Background: an optimization exercise with open tools, aiming at small area, a short achievable clock period and few clock cycles. Do not read the settings as production practice. Where RTL was checked, it was by simulation tests only, not by an equivalence proof against the original. Function not checked in runs 3 to 6: the RTL went through the layout flow alone. Power and IR drop assume default switching activity.

## flow/config.mk

```make
export PLATFORM = sky130hd
export DESIGN_NAME = ram_sdp_init
export DESIGN_NICKNAME = ram_sdp_init
export VERILOG_FILES = /design/flow/design.v
export SDC_FILE = /design/flow/constraint.sdc
export NUM_CORES = 4
export LEC_CHECK = 0
export ABC_AREA = 1
export CAP_MARGIN = 20
export CORE_MARGIN = 2
export CORE_UTILIZATION = 50
export CTS_BUF_LIST = sky130_fd_sc_hd__clkbuf_16
export CTS_CLUSTER_DIAMETER = 100
export CTS_CLUSTER_SIZE = 28
export SETUP_SLACK_MARGIN = 2.5
export SLEW_MARGIN = 20
```

## flow/constraint.sdc

```tcl
create_clock -name core_clock -period 5.0 [get_ports {clk}]
set_input_delay 1.0000 -clock core_clock [delete_from_list [all_inputs] [get_ports {clk}]]
set_output_delay 1.0000 -clock core_clock [all_outputs]
set_load 0.01 [all_outputs]
```

## flow/design.v

```verilog
`default_nettype none
module ram_sdp_init #(
  parameter int          DATA_W = 8,
  parameter int          ADDR_W = 8,
  parameter int unsigned FILL   = 0
) (
  input  logic              clk,
  input  logic              rst_n,
  input  logic              init_req,
  output logic              ready,
  input  logic              we,
  input  logic [ADDR_W-1:0] w_addr,
  input  logic [DATA_W-1:0] w_data,
  input  logic              re,
  input  logic [ADDR_W-1:0] r_addr,
  output logic [DATA_W-1:0] r_data,
  output logic              r_valid
);
  localparam int                c_depth = 2 ** ADDR_W;
  localparam logic [DATA_W-1:0] c_fill  = DATA_W'(FILL);
  logic                r_ready;
  logic                w_clr;
  logic [DATA_W-1:0]   w_wdata;
  logic [DATA_W-1:0]   r_mem [c_depth];
  assign w_clr   = !r_ready || init_req;
  assign w_wdata = w_clr ? c_fill : w_data;
  assign ready   = r_ready;
  always_ff @(posedge clk or negedge rst_n) begin
    if (!rst_n) begin
      r_ready <= 1'b0;
      r_valid <= 1'b0;
    end else begin
      r_ready <= 1'b1;
      r_valid <= r_ready && !init_req && re;
    end
  end
  logic [15:0] w_we_hi;
  logic [15:0] w_we_lo;
  for (genvar j = 0; j < 16; j++) begin : g_we_dec
    assign w_we_hi[j] = w_clr || (we && (w_addr[7:4] == 4'(j)));
    assign w_we_lo[j] = w_clr || (w_addr[3:0] == 4'(j));
  end
  for (genvar i = 0; i < c_depth; i++) begin : g_word
    always_ff @(posedge clk) begin
      if (w_we_hi[i / 16] && w_we_lo[i % 16]) begin
        r_mem[i] <= w_wdata;
      end
    end
  end
  localparam int c_half = c_depth / 2;
  logic                w_collide;
  logic                w_top;
  logic [DATA_W-1:0]   w_rd_lo;
  logic [DATA_W-1:0]   w_rd_hi;
  logic [DATA_W-1:0]   r_rd_lo;
  logic [DATA_W-1:0]   r_rd_hi;
  assign w_collide = we && (w_addr == r_addr);
  assign w_top     = r_addr[ADDR_W-1];
  assign w_rd_lo   = w_collide ? w_data : r_mem[{1'b0, r_addr[ADDR_W-2:0]}];
  assign w_rd_hi   = w_collide ? w_data : r_mem[{1'b1, r_addr[ADDR_W-2:0]}];
  always_ff @(posedge clk) begin
    r_rd_lo <= w_top ? '0 : w_rd_lo;
    r_rd_hi <= w_top ? w_rd_hi : '0;
  end
  assign r_data = r_rd_lo | r_rd_hi;
endmodule
`default_nettype wire
```

## flow/run.sh

```bash
#!/bin/bash
# synth_recipe.tcl (not shown) runs the flow's synth.tcl, then flattens the netlist and writes it again
# the make line also repeats each setting of config.mk as NAME=value (left out here)
make -C /OpenROAD-flow-scripts/flow DESIGN_CONFIG=/design/flow/config.mk WORK_HOME=/design/flow/orfs CLKGATE_MAP_FILE= SYNTH_SCRIPT=/design/flow/synth_recipe.tcl finish
```

==> flow_metrics.env, run 1 <==
export IMPL_power_density_mw_per_mm2=328
export IMPL_drv_cap=0
export IMPL_h_tree_depth=3
export IMPL_ys_seq_area_share_pct=75.8
export IMPL_die_w_um=408
export IMPL_setup_viol=0
export IMPL_total_power_uw=31200
export IMPL_syn2layout_area_growth_pct=16.6
export IMPL_vias=53900
export IMPL_fill_cells=13000
export IMPL_synthMostInstantiatedCell="nand2_1"
export IMPL_final_util_pct=58.7
export IMPL_grt_max_degree=130
export IMPL_start_kind="input pin"
export IMPL_slew_viol_final=0
export IMPL_synthCells=7009
export IMPL_placed_cell_area_sq_mm=0.0861
export IMPL_routed_wirelength_um=247000
export IMPL_grt_first_pass_wirelength_um=346000
export IMPL_synth_nets=7038
export IMPL_dieArea_sq_mm=0.167
export IMPL_drive_gt1_share_pct=16.9
export IMPL_fin_nets=7300
export IMPL_fin_crit_sh_pct=51.9
export IMPL_yosys_register_bits=2066
export IMPL_hp_class="input pin to asynchronous set/reset pin"
export IMPL_required_ns=5.40
export IMPL_synthFlopType="edfxtp_1"
export IMPL_cts_tree="yes"
export IMPL_firstDrtPassIters=6
export IMPL_detail_route_vias_per_cell=5.69
export IMPL_slew_headroom_pct=23.8
export IMPL_cp_slowest_cell="clkdlybuf4s50_1"
export IMPL_max_freq_mhz=385
export IMPL_finalHoldViolCount=0
export IMPL_coreArea_sq_mm=0.162
export IMPL_status="no timing/DRC/antenna violations"
export IMPL_ios=39
export IMPL_clk_latency_ns=0.77
export IMPL_synth_top_area_share_pct=75.3
export IMPL_yosys_area_top_type="edfxtp_1"
export IMPL_root_buffer="clkbuf_16"
export IMPL_rsz0062_at_grt="yes"
export IMPL_io_buffer_count=38
export IMPL_critical_path_arrival_ns=2.99
export IMPL_synth_edf_count=2048
export IMPL_yosys_warnings=2
export IMPL_leakage_uw=0.0399
export IMPL_gr_total_overflow=0
export IMPL_grt_usage_pct=28.6
export IMPL_path_max_fanout=16
export IMPL_yosysUniqueCellTypes=25
export IMPL_crit_type="input pin to flop"
export IMPL_gp_congestion=0.958
export IMPL_drt_initial_drc_count=6841
export IMPL_critPathMaxStageDelay_ns=0.51
export IMPL_die_h_um=408
export IMPL_endpoint_kind="flop"
export IMPL_crit_chain="clkdlybuf4s50_1 -> nor2_4 -> buf_12 -> buf_4 -> inv_6 -> a31oi_2 -> buf_4 -> nor2_2"
export IMPL_min_period_ns=2.59
export IMPL_cpMostUsedCell="buf_4"
export IMPL_hpwl_um=150000
export IMPL_setup_tns_ns=0
export IMPL_start_util_pct=50.3
export IMPL_final_antenna_net_count=0
export IMPL_cts_buffers=85
export IMPL_clk_path_buf_depth=3
export IMPL_grt_pass1_vias=49800
export IMPL_clkSinkCount=2066
export IMPL_wl_per_cell_um=26.0
export IMPL_design_area_sq_mm=0.0953
export IMPL_synthTopCellsByArea="edfxtp_1 75%, nand2_1 12%, nand3_1 5.0%"
export IMPL_mappedNetlistArea_sq_mm=0.0817
export IMPL_vdd_drop_max_uv=279
export IMPL_syn_avg_cell_area_sq_um=11.7
export IMPL_antenna_found_initial=5
export IMPL_async_flop_share_pct=0.0968
export IMPL_drc=0
export IMPL_cts_clk_slew_worst_paths_ns=0.10
export IMPL_fin_skew_ns=0.0513
export IMPL_holdWs_ns=0.382
export IMPL_yosys_top_cells_count="2642 x nand2_1, 2048 x edfxtp_1, 1083 x nor2_1"
export IMPL_rows=148
export IMPL_tightest_slew_ns=1.14
==> logic make-up after synthesis <==
logic type      count (synthesis)  share of synthesized area (%)
simple gates                 4568                           22.3
other cells                     1                        0.00459
xor+xnor                        1                         0.0107
compound gates                 49                          0.319
buf+inv                       324                           1.59
flops                        2066                           75.8
==> cell usage in the layout (no fill, tap or decap), types with 4 or more instances in the layout <==
| master | synthesis | layout |
|---|---|---|
| nand2_1 | 2642 | 2542 |
| dfxtp_2 | 0 | 14 |
| nor3_1 | 6 | 4 |
| diode_2 | 0 | 4 |
| nor2_1 | 1083 | 554 |
| clkbuf_16 | 0 | 98 |
| clkbuf_2 | 0 | 4 |
| a21oi_1 | 41 | 21 |
| inv_6 | 0 | 6 |
| nor2_4 | 0 | 370 |
| buf_16 | 0 | 12 |
| buf_12 | 0 | 100 |
| a21oi_4 | 0 | 17 |
| clkdlybuf4s50_1 | 0 | 11 |
| inv_16 | 0 | 4 |
| inv_4 | 0 | 4 |
| nor2_2 | 2 | 167 |
| buf_6 | 0 | 61 |
| clkinvlp_4 | 0 | 6 |
| nand3_1 | 823 | 813 |
| or2_4 | 0 | 8 |
| buf_8 | 0 | 12 |
| dlygate4sd2_1 | 0 | 7 |
| inv_1 | 47 | 60 |
| nand3_4 | 0 | 6 |
| nand2_8 | 0 | 7 |
| nand3_2 | 0 | 4 |
| nand2_4 | 0 | 22 |
| nand2_2 | 0 | 71 |
| buf_4 | 2 | 213 |
| edfxtp_1 | 2048 | 2048 |
==> worst max-delay path: cells and delay by family <==
| family | cells | cell delay, ns |
|---|---|---|
| AOI/OAI and AO/OA | 1 | 0.06 |
| buffers and inverters | 5 | 1.32 |
| and+or+nand+nor | 2 | 0.53 |
==> registers in the layout (all words and copies together), names as in the netlist <==
| name | cells |
|---|---|
| r_mem | 2048 |
| r_rd_hi | 8 |
| r_rd_lo | 8 |
| r_ready | 1 |
| r_valid | 1 |
==> final timing paths <==
check                                            from                 endpoint  slack (ns)  cells after the start
worst max register to register      r_ready$_DFF_PN0_  r_mem[137][2]$_DFFE_PP_        2.67                      8
worst min register to register  r_mem[0][5]$_DFFE_PP_    r_rd_lo[5]$_SDFF_PP0_        0.68                      4
max in group asynchronous                       rst_n        r_ready$_DFF_PN0_        4.51                      1
worst min-delay path                            rst_n        r_valid$_DFF_PN0_        0.38                      1
min in group core_clock                     r_addr[7]    r_rd_lo[5]$_SDFF_PP0_        0.62                      2
worst max-delay path                         init_req  r_mem[137][2]$_DFFE_PP_        2.41                      8
==> per-layer routing <==
metal,vias to the layer above,track usage (%),part of all wire (%)
met3,352,5.64,11
met2,2598,43.6,45
met5,-,0,0.0061
li1,24400,-,-
met1,26600,42.0,41
met4,2,8.31,3.2
==> stage by stage <==
step	setup WS [ns]	instances
floorplan	0.845	7009
global placement	0.183	9156
detailed placement	0.315	9158
CTS	2.43	9415
global route	2.37	9482
finish	2.41	9486
==> where the power goes <==
part	leakage [uW]	switching, uW	total (uW)	internal [uW]
logic	0.0160	1760	2310	554
clock network	0.00128	5240	8460	3220
registers	0.0226	253	20500	20200
total	0.0399	7250	31200	24000
==> area by class of cell <==
type | count | area (sq um) | area share (%)
flip-flops and latches | 2066 | 61900 | 65.0
multi-input cells | 4625 | 22500 | 23.7
repair buffers | 440 | 5410 | 5.68
well taps | 2175 | 2720 | 2.86
clock buffers | 87 | 2180 | 2.29
inverters | 51 | 269 | 0.282
clock inverters | 36 | 224 | 0.235
repair inverters | 2 | 17.5 | 0.0184
diodes | 4 | 10.0 | 0.0105
==> repair_timing <==
item / in CTS / in global routing
setup buffers: 119 / 50
resized for setup: 991 / 322
gates cloned: 15 / 17
hold buffers: 0 / 0
pin swaps: 79 / 96
setup endpoints to repair: 4100 / 1761
Testbench counts, summed over its fixed seeds: cycles 32,784.
==> run 2: changes to the inputs <==
--- a/flow/config.mk
+++ b/flow/config.mk
@@ -8,5 +8,5 @@
 export ABC_AREA = 1
-export CAP_MARGIN = 20
+export CAP_MARGIN = 0
 export CORE_MARGIN = 2
-export CORE_UTILIZATION = 50
+export CORE_UTILIZATION = 55
 export CTS_BUF_LIST = sky130_fd_sc_hd__clkbuf_16
@@ -15,2 +15,2 @@
 export SETUP_SLACK_MARGIN = 2.5
-export SLEW_MARGIN = 20
+export SLEW_MARGIN = 0
==> run 2 against run 1 <==
  * Worst setup slack improved by 0.039 ns
  * Register-to-register slack improved by 0.08 ns
  * Sequential share of layout area increased by 0.58 points
  * Via count decreased by 0.58%
  * Cell area decreased by 0.90%
  * Die area decreased by 9.0%
  * Critical path type is now flop to primary output
  * Flip-flop and latch count unchanged
  * Final cell count decreased by 2.6%
  * Still clean
  * Global-route usage increased by 2.1 points
  * Critical path depth decreased by 6
==> flow_metrics.env, run 2 <==
export IMPL_vias=53600
export IMPL_clk_path_buf_depth=3
export IMPL_fin_crit_sh_pct=51.1
export IMPL_vdd_drop_max_uv=328
export IMPL_slew_viol_final=0
export IMPL_final_common_cell="nand2_1"
export IMPL_critical_path_arrival_ns=1.56
export IMPL_rows=141
export IMPL_ctsHoldBuffers=0
export IMPL_r2r_start="r_ready$_DFF_PN0_"
export IMPL_hp_class="input pin to asynchronous set/reset pin"
export IMPL_rsz0062_at_grt="yes"
export IMPL_wl_per_cell_um=25.8
export IMPL_grt_max_degree=136
export IMPL_crit_chain="or2_4 -> buf_2"
export IMPL_setup_viol=0
export IMPL_synthCells=7009
export IMPL_synth_xor_area_share_pct=0.0107
export IMPL_critPathMaxStageDelay_ns=0.36
export IMPL_yosys_register_bits=2066
export IMPL_ios=39
export IMPL_start_util_pct=55.3
export IMPL_clk_latency_ns=0.75
export IMPL_reg2reg_to="r_mem[45][7]$_DFFE_PP_"
export IMPL_synthFlopType="edfxtp_1"
export IMPL_hpwl_um=147000
export IMPL_cts_tree="yes"
export IMPL_max_freq_mhz=391
export IMPL_gr_total_overflow=0
export IMPL_fin_nets=7294
export IMPL_synth_simple_area_share_pct=22.3
export IMPL_synth_fa_ha_area_share_pct=0
export IMPL_start_kind="flop"
export IMPL_largest_reg_flops=2048
export IMPL_path_max_fanout=1
export IMPL_status="no timing/DRC/antenna violations"
export IMPL_synth_top_area_share_pct=75.3
export IMPL_yosys_area_top_type="edfxtp_1"
export IMPL_r2r_cells=7
export IMPL_required_ns=4.00
export IMPL_io_buffer_count=38
export IMPL_fin_skew_ns=0.0386
export IMPL_die_w_um=389
export IMPL_gp_congestion=0.907
export IMPL_root_buffer="clkbuf_16"
export IMPL_final_antenna_net_count=0
export IMPL_cp_slowest_cell="dfxtp_2"
export IMPL_syn_avg_cell_area_sq_um=11.7
export IMPL_async_flop_share_pct=0.0968
export IMPL_drc=0
export IMPL_regMostFlops="r_mem"
export IMPL_r2r_slack_ns=2.75
export IMPL_fill_cells=11200
export IMPL_placed_cell_area_sq_mm=0.0859
export IMPL_grt_pass1_vias=49900
export IMPL_drive_gt1_share_pct=16.8
export IMPL_layout_common_cells="2527 x nand2_1, 2048 x edfxtp_1, 812 x nand3_1, 565 x nor2_1, 371 x nor2_4"
export IMPL_synth_nets=7038
export IMPL_synth_mux_area_share_pct=0
export IMPL_leakage_uw=0.0397
export IMPL_slew_headroom_pct=52.3
export IMPL_synthMostInstantiatedCell="nand2_1"
export IMPL_synthTopCellsByArea="edfxtp_1 75%, nand2_1 12%, nand3_1 5.0%"
export IMPL_clkSinkCount=2066
export IMPL_firstDrtPassIters=5
export IMPL_crit_family="flip-flops"
export IMPL_drv_cap=0
export IMPL_critPathBufInv=1
export IMPL_antenna_found_initial=9
export IMPL_syn2layout_area_growth_pct=15.6
export IMPL_mappedNetlistArea_sq_mm=0.0817
export IMPL_yosys_top_cells_count="2642 x nand2_1, 2048 x edfxtp_1, 1083 x nor2_1"
export IMPL_coreArea_sq_mm=0.148
export IMPL_power_density_mw_per_mm2=330
export IMPL_die_h_um=389
export IMPL_setup_tns_ns=0
export IMPL_finalHoldViolCount=0
export IMPL_cts_buffers=84
export IMPL_yosysUniqueCellTypes=25
export IMPL_dieArea_sq_mm=0.152
export IMPL_grt_first_pass_wirelength_um=339000
export IMPL_crit_type="flop to primary output"
export IMPL_synth_compound_area_share_pct=0.319
export IMPL_detail_route_vias_per_cell=5.81
export IMPL_grt_usage_pct=30.7
export IMPL_h_tree_depth=3
export IMPL_endpoint_kind="primary output"
export IMPL_min_period_ns=2.56
export IMPL_routed_wirelength_um=238000
export IMPL_synth_edf_count=2048
export IMPL_reg_largest_list="r_mem x2048, r_rd_hi x8, r_rd_lo x8"
export IMPL_yosys_warnings=2
export IMPL_drt_initial_drc_count=6493
export IMPL_cts_clk_slew_worst_paths_ns=0.11
export IMPL_ys_seq_area_share_pct=75.8
export IMPL_tightest_slew_ns=0.715
export IMPL_synth_top_family_by_area="simple AND/OR/NAND/NOR gates"
export IMPL_design_area_sq_mm=0.0944
-- run 2: what timing repair did --
action,4_1_cts,5_1_grt
resized for setup,961,313
setup buffers,114,50
endpoints found under the setup margin,3712,1538
pin swaps,49,72
cloned,5,10
-- run 2: worst max-delay path by stage --
stage                           from  slack [ns]  cells after the start                     to
2_1_floorplan               init_req        0.85                      5  r_mem[0][0]$_DFFE_PP_
3_3_place_gp               r_addr[2]        0.07                     15  r_rd_lo[1]$_SDFF_PP0_
3_5_place_dp               r_addr[5]        0.12                     17  r_rd_lo[2]$_SDFF_PP0_
4_1_cts        r_rd_lo[5]$_SDFF_PP0_        2.42                      2              r_data[5]
5_1_grt                    r_addr[6]        2.38                     16  r_rd_lo[1]$_SDFF_PP0_
6_report       r_rd_lo[5]$_SDFF_PP0_        2.44                      2              r_data[5]
-- run 2: logic make-up after synthesis --
family                 count (synthesis)
AO/OA/AOI/OAI                         49
XOR/XNOR                               1
buffers and inverters                324
flip-flops                          2066
other                                  1
AND/OR/NAND/NOR                     4568
-- run 2: cell type report --
class                   count  area [sq um]  area share [%]
multi-input cells        4622         22500            23.9
clock inverters            35           191           0.203
clock buffers              87          2180            2.31
flip-flops and latches   2066         61900            65.5
inverters                  51           287           0.304
well taps                1930          2410            2.56
diodes                      4          10.0          0.0106
repair inverters            3          31.3          0.0331
repair buffers            437          4870            5.16
-- run 2: stage by stage --
stage	setup slack [ns]	total power [uW]	instances	util [%]	hold WS (ns)
final	2.44	31100	9235	63.9	0.408
after global routing	2.38	31900	9231	63.9	0.406
after CTS	2.42	31000	9171	62.7	0.378
after detailed placement	0.123	22600	8930	58.2	0.614
after global placement	0.0709	22600	8930	58.2	0.622
after floorplan	0.845	21700	7009	-	0.581
-- run 2: layer usage --
layer  GRT usage (%)  wire length (um)  share of wire, %  vias up
met5               0                41             0.017        -
met2            47.3            109000                46     2302
met1            45.9            101000                43    26600
met4            9.47              7590               3.2        6
li1                -                 -                 -    24400
met3            4.31             20300               8.5      318
-- run 2: where the power goes --
| part | switching [uW] | leakage, uW | internal (uW) |
|---|---|---|---|
| combinational | 1750 | 0.0158 | 533 |
| clock | 5190 | 0.00125 | 3200 |
| sequential | 249 | 0.0226 | 20200 |
| total | 7190 | 0.0397 | 23900 |
==> run 3: changes to the inputs <==
--- a/flow/design.v
+++ b/flow/design.v
@@ -36,11 +36,5 @@
   end
-  logic [15:0] w_we_hi;
-  logic [15:0] w_we_lo;
-  for (genvar j = 0; j < 16; j++) begin : g_we_dec
-    assign w_we_hi[j] = w_clr || (we && (w_addr[7:4] == 4'(j)));
-    assign w_we_lo[j] = w_clr || (w_addr[3:0] == 4'(j));
-  end
   for (genvar i = 0; i < c_depth; i++) begin : g_word
     always_ff @(posedge clk) begin
-      if (w_we_hi[i / 16] && w_we_lo[i % 16]) begin
+      if (w_clr || (we && (w_addr == ADDR_W'(i)))) begin
         r_mem[i] <= w_wdata;
@@ -49,18 +43,5 @@
   end
-  localparam int c_half = c_depth / 2;
-  logic                w_collide;
-  logic                w_top;
-  logic [DATA_W-1:0]   w_rd_lo;
-  logic [DATA_W-1:0]   w_rd_hi;
-  logic [DATA_W-1:0]   r_rd_lo;
-  logic [DATA_W-1:0]   r_rd_hi;
-  assign w_collide = we && (w_addr == r_addr);
-  assign w_top     = r_addr[ADDR_W-1];
-  assign w_rd_lo   = w_collide ? w_data : r_mem[{1'b0, r_addr[ADDR_W-2:0]}];
-  assign w_rd_hi   = w_collide ? w_data : r_mem[{1'b1, r_addr[ADDR_W-2:0]}];
   always_ff @(posedge clk) begin
-    r_rd_lo <= w_top ? '0 : w_rd_lo;
-    r_rd_hi <= w_top ? w_rd_hi : '0;
+    r_data <= (we && (w_addr == r_addr)) ? w_data : r_mem[r_addr];
   end
-  assign r_data = r_rd_lo | r_rd_hi;
 endmodule
==> flow/config.mk (replaced) <==
export PLATFORM = sky130hd
export DESIGN_NAME = ram_sdp_init
export DESIGN_NICKNAME = ram_sdp_init
export VERILOG_FILES = /design/flow/design.v
export SDC_FILE = /design/flow/constraint.sdc
export NUM_CORES = 4
export LEC_CHECK = 0
export CAP_MARGIN = 20
export CORE_MARGIN = 2
export CORE_UTILIZATION = 40
export SLEW_MARGIN = 20
==> run 3 against run 2 <==
  * The layout now fails its checks (negative setup slack)
  * Register-to-register slack got worse by 1.7 ns
  * Synthesized cell count decreased by 30%
  * Global-route usage increased by 24 points
  * Clock power increased by 98%
  * Hold slack got worse by 0.14 ns
  * Die area increased by 33%
  * Critical endpoint is now r_data[0]$_DFF_P_
==> flow_metrics.env, run 3 <==
export IMPL_r2r_slack_ns=1.08
export IMPL_max_freq_mhz=196
export IMPL_synthTopCellsByArea="edfxtp_1 78%, a22oi_1 4.0%, nand3_1 2.8%"
export IMPL_crit_type="input pin to flop"
export IMPL_h_tree_depth=4
export IMPL_rows=163
export IMPL_r2r_cells=7
export IMPL_yosys_top_cells_count="2048 x edfxtp_1, 440 x nand3_1, 425 x a22oi_1"
export IMPL_leakage_uw=0.0353
export IMPL_drc=0
export IMPL_drt_initial_drc_count=17000
export IMPL_required_ns=5.79
export IMPL_wl_per_cell_um=64.4
export IMPL_yosys_register_bits=2058
export IMPL_fin_crit_sh_pct=102
export IMPL_syn_avg_cell_area_sq_um=16.1
export IMPL_grt_max_degree=110
export IMPL_clk_latency_ns=0.95
export IMPL_fin_skew_ns=0.0726
export IMPL_reg_largest_list="r_mem x2048, r_data x8"
export IMPL_fin_nets=5944
export IMPL_clk_path_buf_depth=3
export IMPL_status="complete, but fails checks"
export IMPL_mappedNetlistArea_sq_mm=0.0792
export IMPL_drive_gt1_share_pct=25.5
export IMPL_gp_congestion=1.13
export IMPL_ys_seq_area_share_pct=77.9
export IMPL_min_period_ns=5.11
export IMPL_vdd_drop_max_uv=335
export IMPL_final_util_pct=50.4
export IMPL_clkSinkCount=2058
export IMPL_holdWs_ns=0.264
export IMPL_routed_wirelength_um=568000
export IMPL_cts_buffers=219
export IMPL_hp_class="input pin to asynchronous set/reset pin"
export IMPL_firstDrtPassIters=10
export IMPL_cts_repair_resized=0
export IMPL_place_ws_ns=-0.611
export IMPL_final_antenna_net_count=0
export IMPL_yosys_area_top_type="edfxtp_1"
export IMPL_io_buffer_count=38
export IMPL_postLayoutSetupSlackWorst_ns=-0.112
export IMPL_gr_total_overflow=0
export IMPL_slew_viol_final=0
export IMPL_grt_first_pass_wirelength_um=694000
export IMPL_total_power_uw=41100
export IMPL_regMostFlops="r_mem"
export IMPL_die_h_um=449
export IMPL_async_flop_share_pct=0.0972
export IMPL_synth_top_area_share_pct=77.6
export IMPL_slew_headroom_pct=6.36
export IMPL_synthFlopType="edfxtp_1"
export IMPL_r2r_start="r_mem[203][0]$_DFFE_PP_"
export IMPL_path_max_fanout=24
export IMPL_ctsHoldBuffers=0
export IMPL_dieArea_sq_mm=0.202
export IMPL_post_cts_buffers=0
export IMPL_layout_common_cells="2048 x edfxtp_1, 1009 x buf_4, 440 x nand3_1, 425 x a22oi_1, 219 x clkbuf_16"
export IMPL_ios=39
export IMPL_cts_clk_slew_worst_paths_ns=0.06
export IMPL_synth_edf_count=2048
export IMPL_reg2reg_to="r_data[0]$_DFF_P_"
export IMPL_grt_usage_pct=55.0
export IMPL_detail_route_vias_per_cell=7.72
export IMPL_critical_path_arrival_ns=5.90
export IMPL_cts_tree="yes"
export IMPL_synthMostInstantiatedCell="edfxtp_1"
export IMPL_setup_tns_ns=-0.112
export IMPL_coreArea_sq_mm=0.197
export IMPL_hpwl_um=403000
export IMPL_endpoint_kind="flop"
export IMPL_synthCells=4924
export IMPL_finalHoldViolCount=0
export IMPL_setup_viol=1
export IMPL_yosys_warnings=2
export IMPL_synth_nets=4953
export IMPL_power_density_mw_per_mm2=414
export IMPL_largest_reg_flops=2048
export IMPL_grt_pass1_vias=58200
export IMPL_final_common_cell="edfxtp_1"
export IMPL_root_buffer="clkbuf_16"
export IMPL_yosysUniqueCellTypes=74
export IMPL_vias=68100
export IMPL_check_faults="negative setup slack"
export IMPL_start_util_pct=40.2
export IMPL_drv_cap=0
export IMPL_tightest_slew_ns=1.40
export IMPL_rsz0062_at_grt="no"
export IMPL_die_w_um=449
export IMPL_start_kind="input pin"
export IMPL_syn2layout_area_growth_pct=25.3
export IMPL_antenna_found_initial=92
## run 3: final cells by class
type / count / area, sq um
clock buffer: 265 / 5650
fill: 16800 / 97700
tap: 2640 / 3300
multi-input combinational: 2430 / 16100
clock inverter: 137 / 1450
sequential: 2058 / 61700
inverter: 10 / 37.5
timing repair buffer: 1196 / 10900
antenna: 79 / 198
## run 3: kinds of logic (layout without fill, tap and decap cells)
family                 Yosys count  after routing  synth area share (%)
AND/OR/NAND/NOR               1082           1082                  7.55
flip-flops                    2058           2058                  77.9
multiplexers                     1              1                0.0142
XOR/XNOR                        13             13                 0.144
buffers and inverters          436           1608                  2.43
AO/OA/AOI/OAI                 1333           1333                  12.0
other                            1             80               0.00473
## run 3: worst max path at each step
stage / to / cells after the start / from
after global routing: r_data[4]$_DFF_P_ / 12 / r_addr[0]
final: r_data[0]$_DFF_P_ / 14 / r_addr[0]
after global placement: r_data[1]$_DFF_P_ / 13 / r_addr[0]
after detailed placement: r_data[4]$_DFF_P_ / 12 / r_addr[0]
after floorplan: r_mem[0][0]$_DFFE_PP_ / 3 / init_req
after CTS: r_data[4]$_DFF_P_ / 12 / r_addr[0]
## run 3: worst max-delay path: stages
cell      delay (ns)
buf_2           0.43
buf_4           0.25
nor4bb_4        0.06
buf_12          0.15
buf_12          0.17
buf_12          0.19
buf_4           0.20
a22oi_1         0.83
o22ai_1         0.40
or4_1           0.92
nor3_1          0.63
nand4_1         0.20
nor3_1          0.23
o31ai_1         0.12
## run 3: where the power goes
group	switching, uW	internal, uW
combinational	2690	749
sequential	584	20500
clock	7470	9110
total	10700	30400
## run 3: per-layer routing
layer  routed length, um  up-vias  part of all wire, %  global-route usage (%)
li1                    -    22700                    -                       -
met1              186000    34600                   33                    64.4
met2              216000     8466                   38                    71.0
met3              104000     2226                   18                    33.1
met4               61100       62                   11                    45.6
met5                 527        -                0.093                  0.0473
## run 3: stage by stage
step                      instance area (sq um)  cells
final                                     99300   8815
after global routing                      99100   8753
after CTS                                 99000   8734
after detailed placement                  91900   8332
after global placement                    91900   8329
after floorplan                           79300   4924
==> run 4: changes to the inputs <==
--- a/flow/config.mk
+++ b/flow/config.mk
@@ -7,2 +7,3 @@
 export LEC_CHECK = 0
+export ABC_AREA = 1
 export CAP_MARGIN = 20
@@ -10,2 +11,3 @@
 export CORE_UTILIZATION = 40
+export SETUP_SLACK_MARGIN = 2.5
 export SLEW_MARGIN = 20
==> run 4 against run 3 <==
  * The run now finishes clean
  * Clock-buffer cell count is 1 lower
  * Die area grew 2.9%
  * Wire length fell by 37%
  * Hold slack improved by 0.00091 ns
  * Non-clock buffer count decreased by 384
  * Flip-flop and latch count stayed put
  * Critical path type unchanged
  * Cell area grew 2.3%
  * Largest power group unchanged
  * Global-route usage is 21 points lower
  * Final cell count up 22%
  * Highest routed layer unchanged
==> flow_metrics.env, run 4 <==
export IMPL_status="no timing/DRC/antenna violations"
export IMPL_critical_path_arrival_ns=3.42
export IMPL_clk_path_buf_depth=3
export IMPL_die_w_um=456
export IMPL_reg_largest_list="r_mem x2048, r_data x8"
export IMPL_synth_top_area_share_pct=75.4
export IMPL_regMostFlops="r_mem"
export IMPL_required_ns=5.78
export IMPL_clkSinkCount=2058
export IMPL_coreArea_sq_mm=0.203
export IMPL_syn_avg_cell_area_sq_um=11.6
export IMPL_crit_chain="buf_6 -> nand2_4 -> buf_4 -> nor2_4 -> buf_12 -> nand3_1 -> nand2_1 -> nor2_2 -> nand2_1 -> nor2_4 -> nand2_2 -> nor2_1 -> nand3_1 -> o21bai_1 -> nand2_1"
export IMPL_setup_viol=0
export IMPL_synthMostInstantiatedCell="nand2_1"
export IMPL_rows=165
export IMPL_rsz0062_at_grt="yes"
export IMPL_synthTopCellsByArea="edfxtp_1 75%, nand2_1 14%, nor2_1 4.6%"
export IMPL_postLayoutSetupSlackWorst_ns=2.36
export IMPL_ctsHoldBuffers=0
export IMPL_crit_type="input pin to flop"
export IMPL_grt_pass1_vias=57300
export IMPL_tightest_slew_ns=1.07
export IMPL_combPwrFrac_pct=5.4
export IMPL_r2r_slack_ns=2.55
export IMPL_yosysUniqueCellTypes=24
export IMPL_yosys_top_cells_count="3014 x nand2_1, 2048 x edfxtp_1, 996 x nor2_1"
export IMPL_endpoint_kind="flop"
export IMPL_synthCells=7061
export IMPL_clk_latency_ns=0.90
export IMPL_slew_viol_final=0
export IMPL_cp_slowest_cell="nand3_1"
export IMPL_drv_cap=0
export IMPL_final_util_pct=50.2
export IMPL_fin_crit_sh_pct=52.7
export IMPL_holdWs_ns=0.265
export IMPL_die_h_um=456
export IMPL_detail_route_vias_per_cell=5.78
export IMPL_p_sw_uw=8670
export IMPL_slew_headroom_pct=28.5
export IMPL_firstDrtPassIters=7
export IMPL_switching_share_pct=23.2
export IMPL_synthFlopType="edfxtp_1"
export IMPL_routed_wirelength_um=360000
export IMPL_h_tree_depth=4
export IMPL_antenna_found_initial=24
export IMPL_critPathMaxStageDelay_ns=0.24
export IMPL_fin_cells=10800
export IMPL_start_util_pct=40.3
export IMPL_start_kind="input pin"
export IMPL_drive_gt1_share_pct=20.5
export IMPL_ys_seq_area_share_pct=75.6
export IMPL_dp_cells=10200
export IMPL_p_int_uw=28800
export IMPL_mappedNetlistArea_sq_mm=0.0816
export IMPL_yosys_warnings=2
export IMPL_power_density_mw_per_mm2=368
export IMPL_dieArea_sq_mm=0.208
export IMPL_drt_initial_drc_count=11400
export IMPL_yosys_register_bits=2058
export IMPL_grt_max_degree=159
export IMPL_seqPwrFrac_pct=54.4
export IMPL_hpwl_um=240000
export IMPL_final_antenna_net_count=0
export IMPL_path_max_fanout=43
export IMPL_finalHoldViolCount=0
export IMPL_cts_buffers=206
export IMPL_grt_usage_pct=33.5
export IMPL_hp_class="input pin to asynchronous set/reset pin"
export IMPL_gp_congestion=1.06
export IMPL_wl_per_cell_um=33.4
export IMPL_clkPwrFrac_pct=40.3
export IMPL_fin_nets=7934
export IMPL_synth_edf_count=2048
export IMPL_layout_common_cells="2856 x nand2_1, 2048 x edfxtp_1, 616 x buf_4, 606 x nor2_1, 469 x nand3_1"
export IMPL_cts_tree="yes"
export IMPL_largest_reg_flops=2048
export IMPL_grt_first_pass_wirelength_um=477000
export IMPL_final_common_cell="nand2_1"
export IMPL_syn2layout_area_growth_pct=24.5
export IMPL_place_ws_ns=-0.0564
export IMPL_cpMostUsedCell="nand2_1"
export IMPL_root_buffer="clkbuf_16"
export IMPL_vdd_drop_max_uv=368
export IMPL_cts_clk_slew_worst_paths_ns=0.06
export IMPL_synth_nets=7090
export IMPL_ios=39
export IMPL_drc=0
export IMPL_leakage_uw=0.0436
export IMPL_crit_family="simple AND/OR/NAND/NOR gates"
export IMPL_async_flop_share_pct=0.0972
export IMPL_gr_total_overflow=0
export IMPL_min_period_ns=2.64
export IMPL_critPathBufInv=3
export IMPL_vias=62200
export IMPL_fin_skew_ns=0.0713
export IMPL_yosys_area_top_type="edfxtp_1"
export IMPL_io_buffer_count=38
export IMPL_max_freq_mhz=379
run 4: cell count changes in the layout (fill, tap and decap cells not counted), sizes merged, moves of 63 or more:
cell    delta
nand2   +2932
diode     -69
a21oi     -63
a22oi    -426
nand4    -144
buf      -380
nor2     +870
a32oi    -118
o22ai    -178
a22o      -68
a222oi    -72
nor4      -77
run 4: worst paths after layout:
| kind | cells after the start | to | startpoint |
|---|---|---|---|
| worst max-delay path | 15 | r_data[1]$_DFF_P_ | r_addr[3] |
| worst min-delay path | 1 | r_ready$_DFF_PN0_ | rst_n |
| worst max register to register | 5 | r_mem[238][3]$_DFFE_PP_ | r_ready$_DFF_PN0_ |
| worst min register to register | 3 | r_data[3]$_DFF_P_ | r_mem[0][3]$_DFFE_PP_ |
| max in group asynchronous | 1 | r_valid$_DFF_PN0_ | rst_n |
| min in group core_clock | 3 | r_data[3]$_DFF_P_ | r_mem[0][3]$_DFFE_PP_ |
run 4: final cells by class:
| type | count | area (sq um) |
|---|---|---|
| Multi-Input combinational cell | 4776 | 21700 |
| Timing Repair Buffer | 812 | 8110 |
| Antenna cell | 10 | 25.0 |
| Clock buffer | 264 | 5420 |
| Sequential cell | 2058 | 61700 |
| Fill cell | 17700 | 101000 |
| Tap cell | 2672 | 3340 |
| Clock inverter | 117 | 978 |
| Inverter | 51 | 245 |
run 4: logic make-up after synthesis:
| kind of cell | Yosys count | synth area share [%] |
|---|---|---|
| compound gates | 278 | 1.80 |
| xor+xnor | 2 | 0.0215 |
| buf+inv | 229 | 1.11 |
| flops | 2058 | 75.6 |
| other cells | 1 | 0.00460 |
| simple gates | 4493 | 21.4 |
run 4: routing by layer:
| metal | global-route usage [%] | vias up | routed length (um) |
|---|---|---|---|
| met2 | 47.2 | 4968 | 149000 |
| met5 | 0 | - | 142 |
| li1 | - | 25900 | - |
| met4 | 20.4 | 16 | 26200 |
| met3 | 11.0 | 979 | 53200 |
| met1 | 44.9 | 30300 | 131000 |
run 4: power groups by stage:
| stage | Clock (uW) | Sequential [uW] | Combinational [uW] |
|---|---|---|---|
| final | 15100 | 20400 | 2010 |
| after global routing | 15700 | 20400 | 2010 |
| after CTS | 15100 | 20300 | 1830 |
| after detailed placement | 0 | 20700 | 1700 |
| after global placement | 0 | 20700 | 1690 |
| after floorplan | 0 | 20600 | 578 |
run 4: per-stage QoR:
step / power (uW) / TNS [ns] / instance area [sq um]
final: 37400 / 0 / 102000
after global routing: 38200 / 0 / 102000
after CTS: 37300 / 0 / 99500
after detailed placement: 22400 / -0.0564 / 90100
after global placement: 22300 / -0.0827 / 90100
after floorplan: 21200 / 0 / 81700
run 4: worst reg2reg max path: cells and delay by family, from the launching register on:
kind	cells	cell delay [ns]
buffers and inverters	3	0.84
and+or+nand+nor	1	0.34
AOI/OAI and AO/OA	1	0.62
DFF	1	0.34
run 4: repair_timing:
action / in CTS / in global routing
pin swaps: 38 / 83
gates resized for setup: 727 / 304
endpoints found under the hold margin: 0 / 0
setup endpoints to repair: 2338 / 147
gates cloned: 8 / 6
setup buffers: 83 / 81
==> run 5: changes to the inputs <==
--- a/flow/config.mk
+++ b/flow/config.mk
@@ -10,3 +10,3 @@
 export CORE_MARGIN = 2
-export CORE_UTILIZATION = 40
+export CORE_UTILIZATION = 65
 export SETUP_SLACK_MARGIN = 2.5
==> run 5 against run 4 <==
  * Core utilization up 31 points
  * Critical endpoint is now r_data[2]$_DFF_P_
  * Largest cell class unchanged
  * Sequential share of layout area is 0.66 points higher
  * Synthesized cell count stayed put
  * Via count is 6.8% higher
  * Largest power group unchanged
  * Wire length fell by 3.3%
  * Maximum frequency shrank 6.2%
  * Critical path depth stayed put
  * Global-route usage grew 20 points
  * Cell area fell by 1.1%
  * Still clean on timing, DRC and antenna
==> flow_metrics.env, run 5 <==
export IMPL_status="no timing/DRC/antenna violations"
export IMPL_endpoint_kind="flop"
export IMPL_regMostFlops="r_mem"
export IMPL_synthMostInstantiatedCell="nand2_1"
export IMPL_total_power_uw=36600
export IMPL_start_util_pct=65.7
export IMPL_setup_tns_ns=0
export IMPL_start_kind="input pin"
export IMPL_hpwl_um=224000
export IMPL_synthTopCellsByArea="edfxtp_1 75%, nand2_1 14%, nor2_1 4.6%"
export IMPL_design_area_sq_mm=0.100
export IMPL_routed_wirelength_um=348000
export IMPL_drc=0
export IMPL_rsz0062_at_grt="yes"
export IMPL_cp_startpoint="r_addr[2]"
export IMPL_max_freq_mhz=356
export IMPL_holdWs_ns=0.306
export IMPL_gr_total_overflow=0
export IMPL_r2r_start="r_ready$_DFF_PN0_"
export IMPL_ys_seq_area_share_pct=75.6
export IMPL_yosys_area_top_type="edfxtp_1"
export IMPL_synthCells=7061
export IMPL_wl_met1_um=105000
export IMPL_drv_cap=0
export IMPL_crit_type="input pin to flop"
export IMPL_leakage_uw=0.0433
export IMPL_multi_input_area_sq_mm=0.0224
export IMPL_ctsHoldBuffers=0
export IMPL_wl_per_cell_um=35.8
export IMPL_grt_max_degree=157
export IMPL_hp_class="input pin to asynchronous set/reset pin"
export IMPL_fill_cells=7150
export IMPL_grt_first_pass_wirelength_um=458000
export IMPL_largest_reg_flops=2048
export IMPL_io_buffer_count=38
export IMPL_r2r_cells=5
export IMPL_synthFlopType="edfxtp_1"
export IMPL_slew_viol_final=0
export IMPL_final_common_cell="nand2_1"
export IMPL_final_antenna_net_count=0
export IMPL_crit_path_end="r_data[2]$_DFF_P_"
export IMPL_fin_crit_sh_pct=56.2
export IMPL_fin_skew_ns=0.0367
export IMPL_slew_headroom_pct=20.8
export IMPL_async_flop_share_pct=0.0972
export IMPL_yosys_register_bits=2058
export IMPL_min_period_ns=2.81
export IMPL_tightest_slew_ns=1.19
export IMPL_fin_nets=7908
export IMPL_yosys_top_cells_count="3014 x nand2_1, 2048 x edfxtp_1, 996 x nor2_1"
export IMPL_detail_route_vias_per_cell=6.83
export IMPL_syn_avg_cell_area_sq_um=11.6
export IMPL_synth_top_area_share_pct=75.4
export IMPL_vias=66400
export IMPL_routed_wl_met2_um=139000
export IMPL_die_w_um=358
export IMPL_firstDrtPassIters=13
export IMPL_r2r_slack_ns=2.65
export IMPL_cts_tree="yes"
export IMPL_die_h_um=358
export IMPL_seq_area_sq_mm=0.0617
export IMPL_yosysUniqueCellTypes=24
export IMPL_grt_usage_pct=53.4
export IMPL_mappedNetlistArea_sq_mm=0.0816
export IMPL_dieArea_sq_mm=0.128
export IMPL_maxUsedRoutingLayer="met5"
export IMPL_clk_path_buf_depth=3
export IMPL_syn2layout_area_growth_pct=23.1
export IMPL_ios=39
export IMPL_h_tree_depth=4
export IMPL_wl_met3_um=66000
export IMPL_clk_latency_ns=0.88
export IMPL_yosys_warnings=2
export IMPL_layout_common_cells="2809 x nand2_1, 2048 x edfxtp_1, 568 x buf_4, 553 x nor2_1, 464 x nand3_1"
export IMPL_path_max_fanout=10
export IMPL_clkSinkCount=2058
export IMPL_coreArea_sq_mm=0.124
export IMPL_drive_gt1_share_pct=21.5
export IMPL_grt_pass1_vias=58900
export IMPL_cts_buffers=196
export IMPL_antenna_found_initial=37
export IMPL_setup_viol=0
export IMPL_drt_initial_drc_count=15100
export IMPL_placed_cell_area_sq_mm=0.0882
export IMPL_gp_congestion=1.08
export IMPL_power_density_mw_per_mm2=364
export IMPL_vdd_drop_max_uv=468
export IMPL_critical_path_arrival_ns=3.56
export IMPL_rows=129
export IMPL_synth_edf_count=2048
export IMPL_synth_nets=7090
export IMPL_finalHoldViolCount=0
export IMPL_required_ns=5.74
export IMPL_cts_clk_slew_worst_paths_ns=0.06
export IMPL_reg_largest_list="r_mem x2048, r_data x8"
export IMPL_reg2reg_to="r_mem[82][1]$_DFFE_PP_"
export IMPL_root_buffer="clkbuf_16"
## run 5: how the worst min path moves through the flow
stage / startpoint / to / depth (start not counted)
after global routing: rst_n / r_valid$_DFF_PN0_ / 1
after global placement: r_mem[0][1]$_DFFE_PP_ / r_data[1]$_DFF_P_ / 3
after CTS: rst_n / r_valid$_DFF_PN0_ / 1
final: rst_n / r_valid$_DFF_PN0_ / 1
after detailed placement: r_mem[0][5]$_DFFE_PP_ / r_data[5]$_DFF_P_ / 3
after floorplan: r_mem[0][5]$_DFFE_PP_ / r_data[5]$_DFF_P_ / 3
## run 5: final cells by class
| cell class | instances | share of cell area, % |
|---|---|---|
| Timing Repair Buffer | 791 | 7.96 |
| Multi-Input combinational cell | 4781 | 22.3 |
| Tap cell | 1637 | 2.04 |
| Inverter | 51 | 0.260 |
| Clock buffer | 257 | 5.19 |
| Clock inverter | 99 | 0.681 |
| Antenna cell | 49 | 0.122 |
| Sequential cell | 2058 | 61.4 |
## run 5: layer usage
layer  global-route usage (%)  vias up
met5                     2.63        -
li1                         -    25900
met4                     42.2       28
met3                     25.8     1923
met1                     65.8    31100
met2                     71.9     7533
## run 5: cell families (layout without fill, tap and decap cells)
| kind of cell | Yosys count | in the layout | share of synthesized area, % |
|---|---|---|---|
| flip-flops | 2058 | 2058 | 75.6 |
| other | 1 | 50 | 0.00460 |
| AND/OR/NAND/NOR | 4493 | 4500 | 21.4 |
| buffers and inverters | 229 | 1198 | 1.11 |
| AO/OA/AOI/OAI | 278 | 278 | 1.80 |
| XOR/XNOR | 2 | 2 | 0.0215 |
## run 5: power breakdown
| part | internal [uW] | switching (uW) |
|---|---|---|
| Clock | 7640 | 6500 |
| Combinational | 503 | 1550 |
| Sequential | 20100 | 309 |
## run 5: critical path, cell delays in order
cell	delay [ns]
buf_12	0.12
clkinv_8	0.07
nand2_2	0.25
nor2_4	0.16
buf_4	0.26
nand3_1	0.22
nand2_1	0.10
nor2_1	0.10
nand2_1	0.13
nor2_2	0.43
nand2_1	0.18
nor2_4	0.17
nand3_1	0.09
o21bai_1	0.18
nand2_1	0.08
## run 5: timing repair
action,CTS,global route
buffers inserted,105,98
endpoints found under the hold margin,0,0
pin swaps,55,156
gates cloned,15,2
endpoints found under the setup margin,3718,793
resized for setup,774,469
## run 5: metrics by stage
step / utilization [%] / setup WS [ns] / cells
floorplan: - / 0.922 / 7061
global placement: 71.0 / 0.211 / 9097
detailed placement: 71.1 / 0.141 / 9098
CTS: 78.7 / 2.33 / 9574
global route: 80.8 / 2.27 / 9676
finish: 80.9 / 2.19 / 9723
==> run 6: changes to the inputs <==
--- a/flow/config.mk
+++ b/flow/config.mk
@@ -11,3 +11,6 @@
 export CORE_UTILIZATION = 65
-export SETUP_SLACK_MARGIN = 2.5
+export CTS_BUF_LIST = sky130_fd_sc_hd__clkbuf_16
+export CTS_CLUSTER_DIAMETER = 60
+export CTS_CLUSTER_SIZE = 50
+export SETUP_SLACK_MARGIN = 2.0
 export SLEW_MARGIN = 20
==> run 6 against run 5 <==
  * Worst setup slack worse by 0.40 ns
  * Sequential share of layout area grew 4.0 points
  * Core utilization shrank 5.0 points
  * Sequential power hardly changed
  * Still clean on timing, DRC and antenna
  * Global-route usage is 1.9 points lower
==> flow_metrics.env, run 6 <==
export IMPL_status="no timing/DRC/antenna violations"
export IMPL_die_h_um=358
export IMPL_postLayoutSetupSlackWorst_ns=1.79
export IMPL_final_common_cell="nand2_1"
export IMPL_synth_nets=7090
export IMPL_vdd_drop_max_uv=464
export IMPL_async_flop_share_pct=0.0972
export IMPL_synth_top_area_share_pct=75.4
export IMPL_fin_skew_ns=0.0258
export IMPL_yosys_top_cells_count="3014 x nand2_1, 2048 x edfxtp_1, 996 x nor2_1"
export IMPL_tightest_slew_ns=1.37
export IMPL_endpoint_kind="flop"
export IMPL_syn_avg_cell_area_sq_um=11.6
export IMPL_gr_total_overflow=0
export IMPL_grt_usage_pct=51.5
export IMPL_ctsHoldBuffers=0
export IMPL_clkSinkCount=2058
export IMPL_drv_cap=0
export IMPL_slew_headroom_pct=8.48
export IMPL_power_density_mw_per_mm2=367
export IMPL_synthFlopType="edfxtp_1"
export IMPL_holdWs_ns=0.330
export IMPL_drive_gt1_share_pct=14.0
export IMPL_firstDrtPassIters=9
export IMPL_detail_route_vias_per_cell=6.70
export IMPL_ys_seq_area_share_pct=75.6
export IMPL_gp_congestion=1.08
export IMPL_start_kind="input pin"
export IMPL_drc=0
export IMPL_critical_path_arrival_ns=3.74
export IMPL_yosysUniqueCellTypes=24
export IMPL_fill_cells=8164
export IMPL_hp_class="input pin to asynchronous set/reset pin"
export IMPL_final_util_pct=76.0
export IMPL_h_tree_depth=4
export IMPL_synthCells=7061
export IMPL_coreArea_sq_mm=0.124
export IMPL_max_freq_mhz=311
export IMPL_slew_viol_final=0
export IMPL_cts_buffers=140
export IMPL_rows=129
export IMPL_fin_nets=7659
export IMPL_antenna_found_initial=42
export IMPL_start_util_pct=65.7
export IMPL_leakage_uw=0.0409
export IMPL_fin_crit_sh_pct=64.3
export IMPL_grt_pass1_vias=57500
export IMPL_drt_initial_drc_count=13600
export IMPL_dieArea_sq_mm=0.128
export IMPL_rsz0062_at_grt="yes"
export IMPL_ios=39
export IMPL_wl_per_cell_um=35.0
export IMPL_mappedNetlistArea_sq_mm=0.0816
export IMPL_setup_viol=0
export IMPL_setup_tns_ns=0
export IMPL_synthMostInstantiatedCell="nand2_1"
export IMPL_largest_reg_flops=2048
export IMPL_required_ns=5.53
export IMPL_yosys_register_bits=2058
export IMPL_layout_common_cells="2975 x nand2_1, 2048 x edfxtp_1, 775 x nor2_1, 494 x buf_4, 468 x nand3_1"
export IMPL_yosys_area_top_type="edfxtp_1"
export IMPL_vias=63100
export IMPL_die_w_um=358
export IMPL_routed_wirelength_um=330000
export IMPL_path_max_fanout=10
export IMPL_reg_largest_list="r_mem x2048, r_data x8"
export IMPL_min_period_ns=3.21
export IMPL_synth_edf_count=2048
export IMPL_yosys_warnings=2
export IMPL_grt_max_degree=157
export IMPL_cts_tree="yes"
export IMPL_clk_path_buf_depth=3
export IMPL_clk_latency_ns=0.83
export IMPL_hpwl_um=224000
export IMPL_root_buffer="clkbuf_16"
export IMPL_seq_area_sq_mm=0.0617
export IMPL_grt_first_pass_wirelength_um=443000
export IMPL_regMostFlops="r_mem"
export IMPL_crit_type="input pin to flop"
export IMPL_finalHoldViolCount=0
export IMPL_syn2layout_area_growth_pct=15.6
export IMPL_final_antenna_net_count=0
export IMPL_cts_clk_slew_worst_paths_ns=0.08
export IMPL_multi_input_area_sq_mm=0.0201
export IMPL_io_buffer_count=38
export IMPL_synthTopCellsByArea="edfxtp_1 75%, nand2_1 14%, nor2_1 4.6%"
export IMPL_place_ws_ns=0.141
-- run 6: cell counts after synthesis --
Identical to the previous run, type by type.
-- run 6: cell families after synthesis --
kind of cell           after synthesis  synth area share [%]
AND/OR/NAND/NOR                   4493                  21.4
flip-flops                        2058                  75.6
AO/OA/AOI/OAI                      278                  1.80
buffers and inverters              229                  1.11
XOR/XNOR                             2                0.0215
other                                1               0.00460
-- run 6: path summary, 6_finish.rpt --
path                                       start                       to  slack [ns]  cells after the start
setup / recovery                       w_addr[7]  r_mem[132][2]$_DFFE_PP_        1.79                      7
hold / removal                             rst_n        r_valid$_DFF_PN0_        0.33                      1
setup reg to reg               r_ready$_DFF_PN0_   r_mem[54][1]$_DFFE_PP_        2.48                      7
hold reg to reg            r_mem[0][5]$_DFFE_PP_        r_data[5]$_DFF_P_        0.60                      3
max in group asynchronous                  rst_n        r_ready$_DFF_PN0_        4.55                      1
min in group core_clock    r_mem[0][5]$_DFFE_PP_        r_data[5]$_DFF_P_        0.60                      3
-- run 6: what timing repair did --
item                                    in CTS  in global routing
buffers inserted                            10                 12
gates resized for setup                    287                 83
endpoints found under the setup margin     428                449
pin swaps                                   12                  6
cloned                                       4                  1
-- run 6: layout make-up --
cell class	count	share of cell area (%)
Sequential cell	2058	65.4
Multi-Input combinational cell	4778	21.3
Timing Repair Buffer	601	5.67
Clock buffer	142	3.77
Tap cell	1637	2.17
Clock inverter	104	1.29
Inverter	51	0.220
Antenna cell	43	0.114
-- run 6: where the power goes --
part,switching (uW),internal [uW],leakage (uW)
logic,1400,376,0.0154
clock network,6280,6220,0.00233
registers,301,20000,0.0231
-- run 6: per-stage QoR --
| stage | instances | total power, uW | cell area (sq um) |
|---|---|---|---|
| after floorplan | 7061 | 21200 | 81700 |
| after global placement | 9097 | 22200 | 88200 |
| after detailed placement | 9098 | 22300 | 88200 |
| after CTS | 9358 | 34300 | 93900 |
| after global routing | 9372 | 35100 | 94200 |
| final | 9414 | 34600 | 94300 |
-- run 6: layer usage --
metal	track usage [%]	part of all wire, %	vias to the layer above
met5	0.741	0.14	-
met4	40.4	9.9	32
met3	22.4	18	1584
met2	70.5	41	6685
met1	64.3	31	29500
li1	-	-	25300
-- run 6: worst max-delay path, stage by stage --
cell             delay, ns
clkdlybuf4s50_1       0.61
inv_1                 0.10
nor2_1                0.33
nand2_1               0.72
buf_4                 0.47
o21ai_0               0.25
buf_4                 0.23

==> re-timing with driven ports <==
The flow's constraints put no driver on any port. The routed layouts listed below were extracted and timed again, unchanged, in two steps.
Step 1: set_driving_cell puts a clkbuf_16 on clk and a buf_2 on each other input, an assumption about the parent block.
Step 2 moves the port delays by t, midway between the first and last clock arrival at a register: inputs arrive t later, outputs are due t later. That takes back most of the time a late clock gives input paths.
a / b / c = no drivers / after step 1 / after step 2; a / b = the first two.
run | shift t [ns] | slack for setup (ns) | latest minus earliest clock arrival (ns) | worst register clock-pin slew, ns | pins driven straight from the clock port
run 1 | 0.832 | 2.406 / 2.342 / 1.510 | 0.062 / 0.062 | 0.12 / 0.12 | 1
run 2 | 0.818 | 2.444 / 2.359 / 1.647 | 0.042 / 0.043 | 0.12 / 0.12 | 1
run 3 | 0.994 | -0.112 / -0.058 / -1.052 | 0.100 / 0.100 | 0.07 / 0.07 | 1
run 4 | 0.961 | 2.364 / 2.318 / 1.358 | 0.073 / 0.073 | 0.07 / 0.07 | 1
run 5 | 0.950 | 2.188 / 2.187 / 1.237 | 0.039 / 0.039 | 0.07 / 0.07 | 1
run 6 | 0.902 | 1.785 / 1.740 / 0.838 | 0.033 / 0.034 | 0.10 / 0.10 | 1
The setup slack of run 4, which loses most, moves by -0.046 ns with the drivers and by -1.006 ns with both steps.
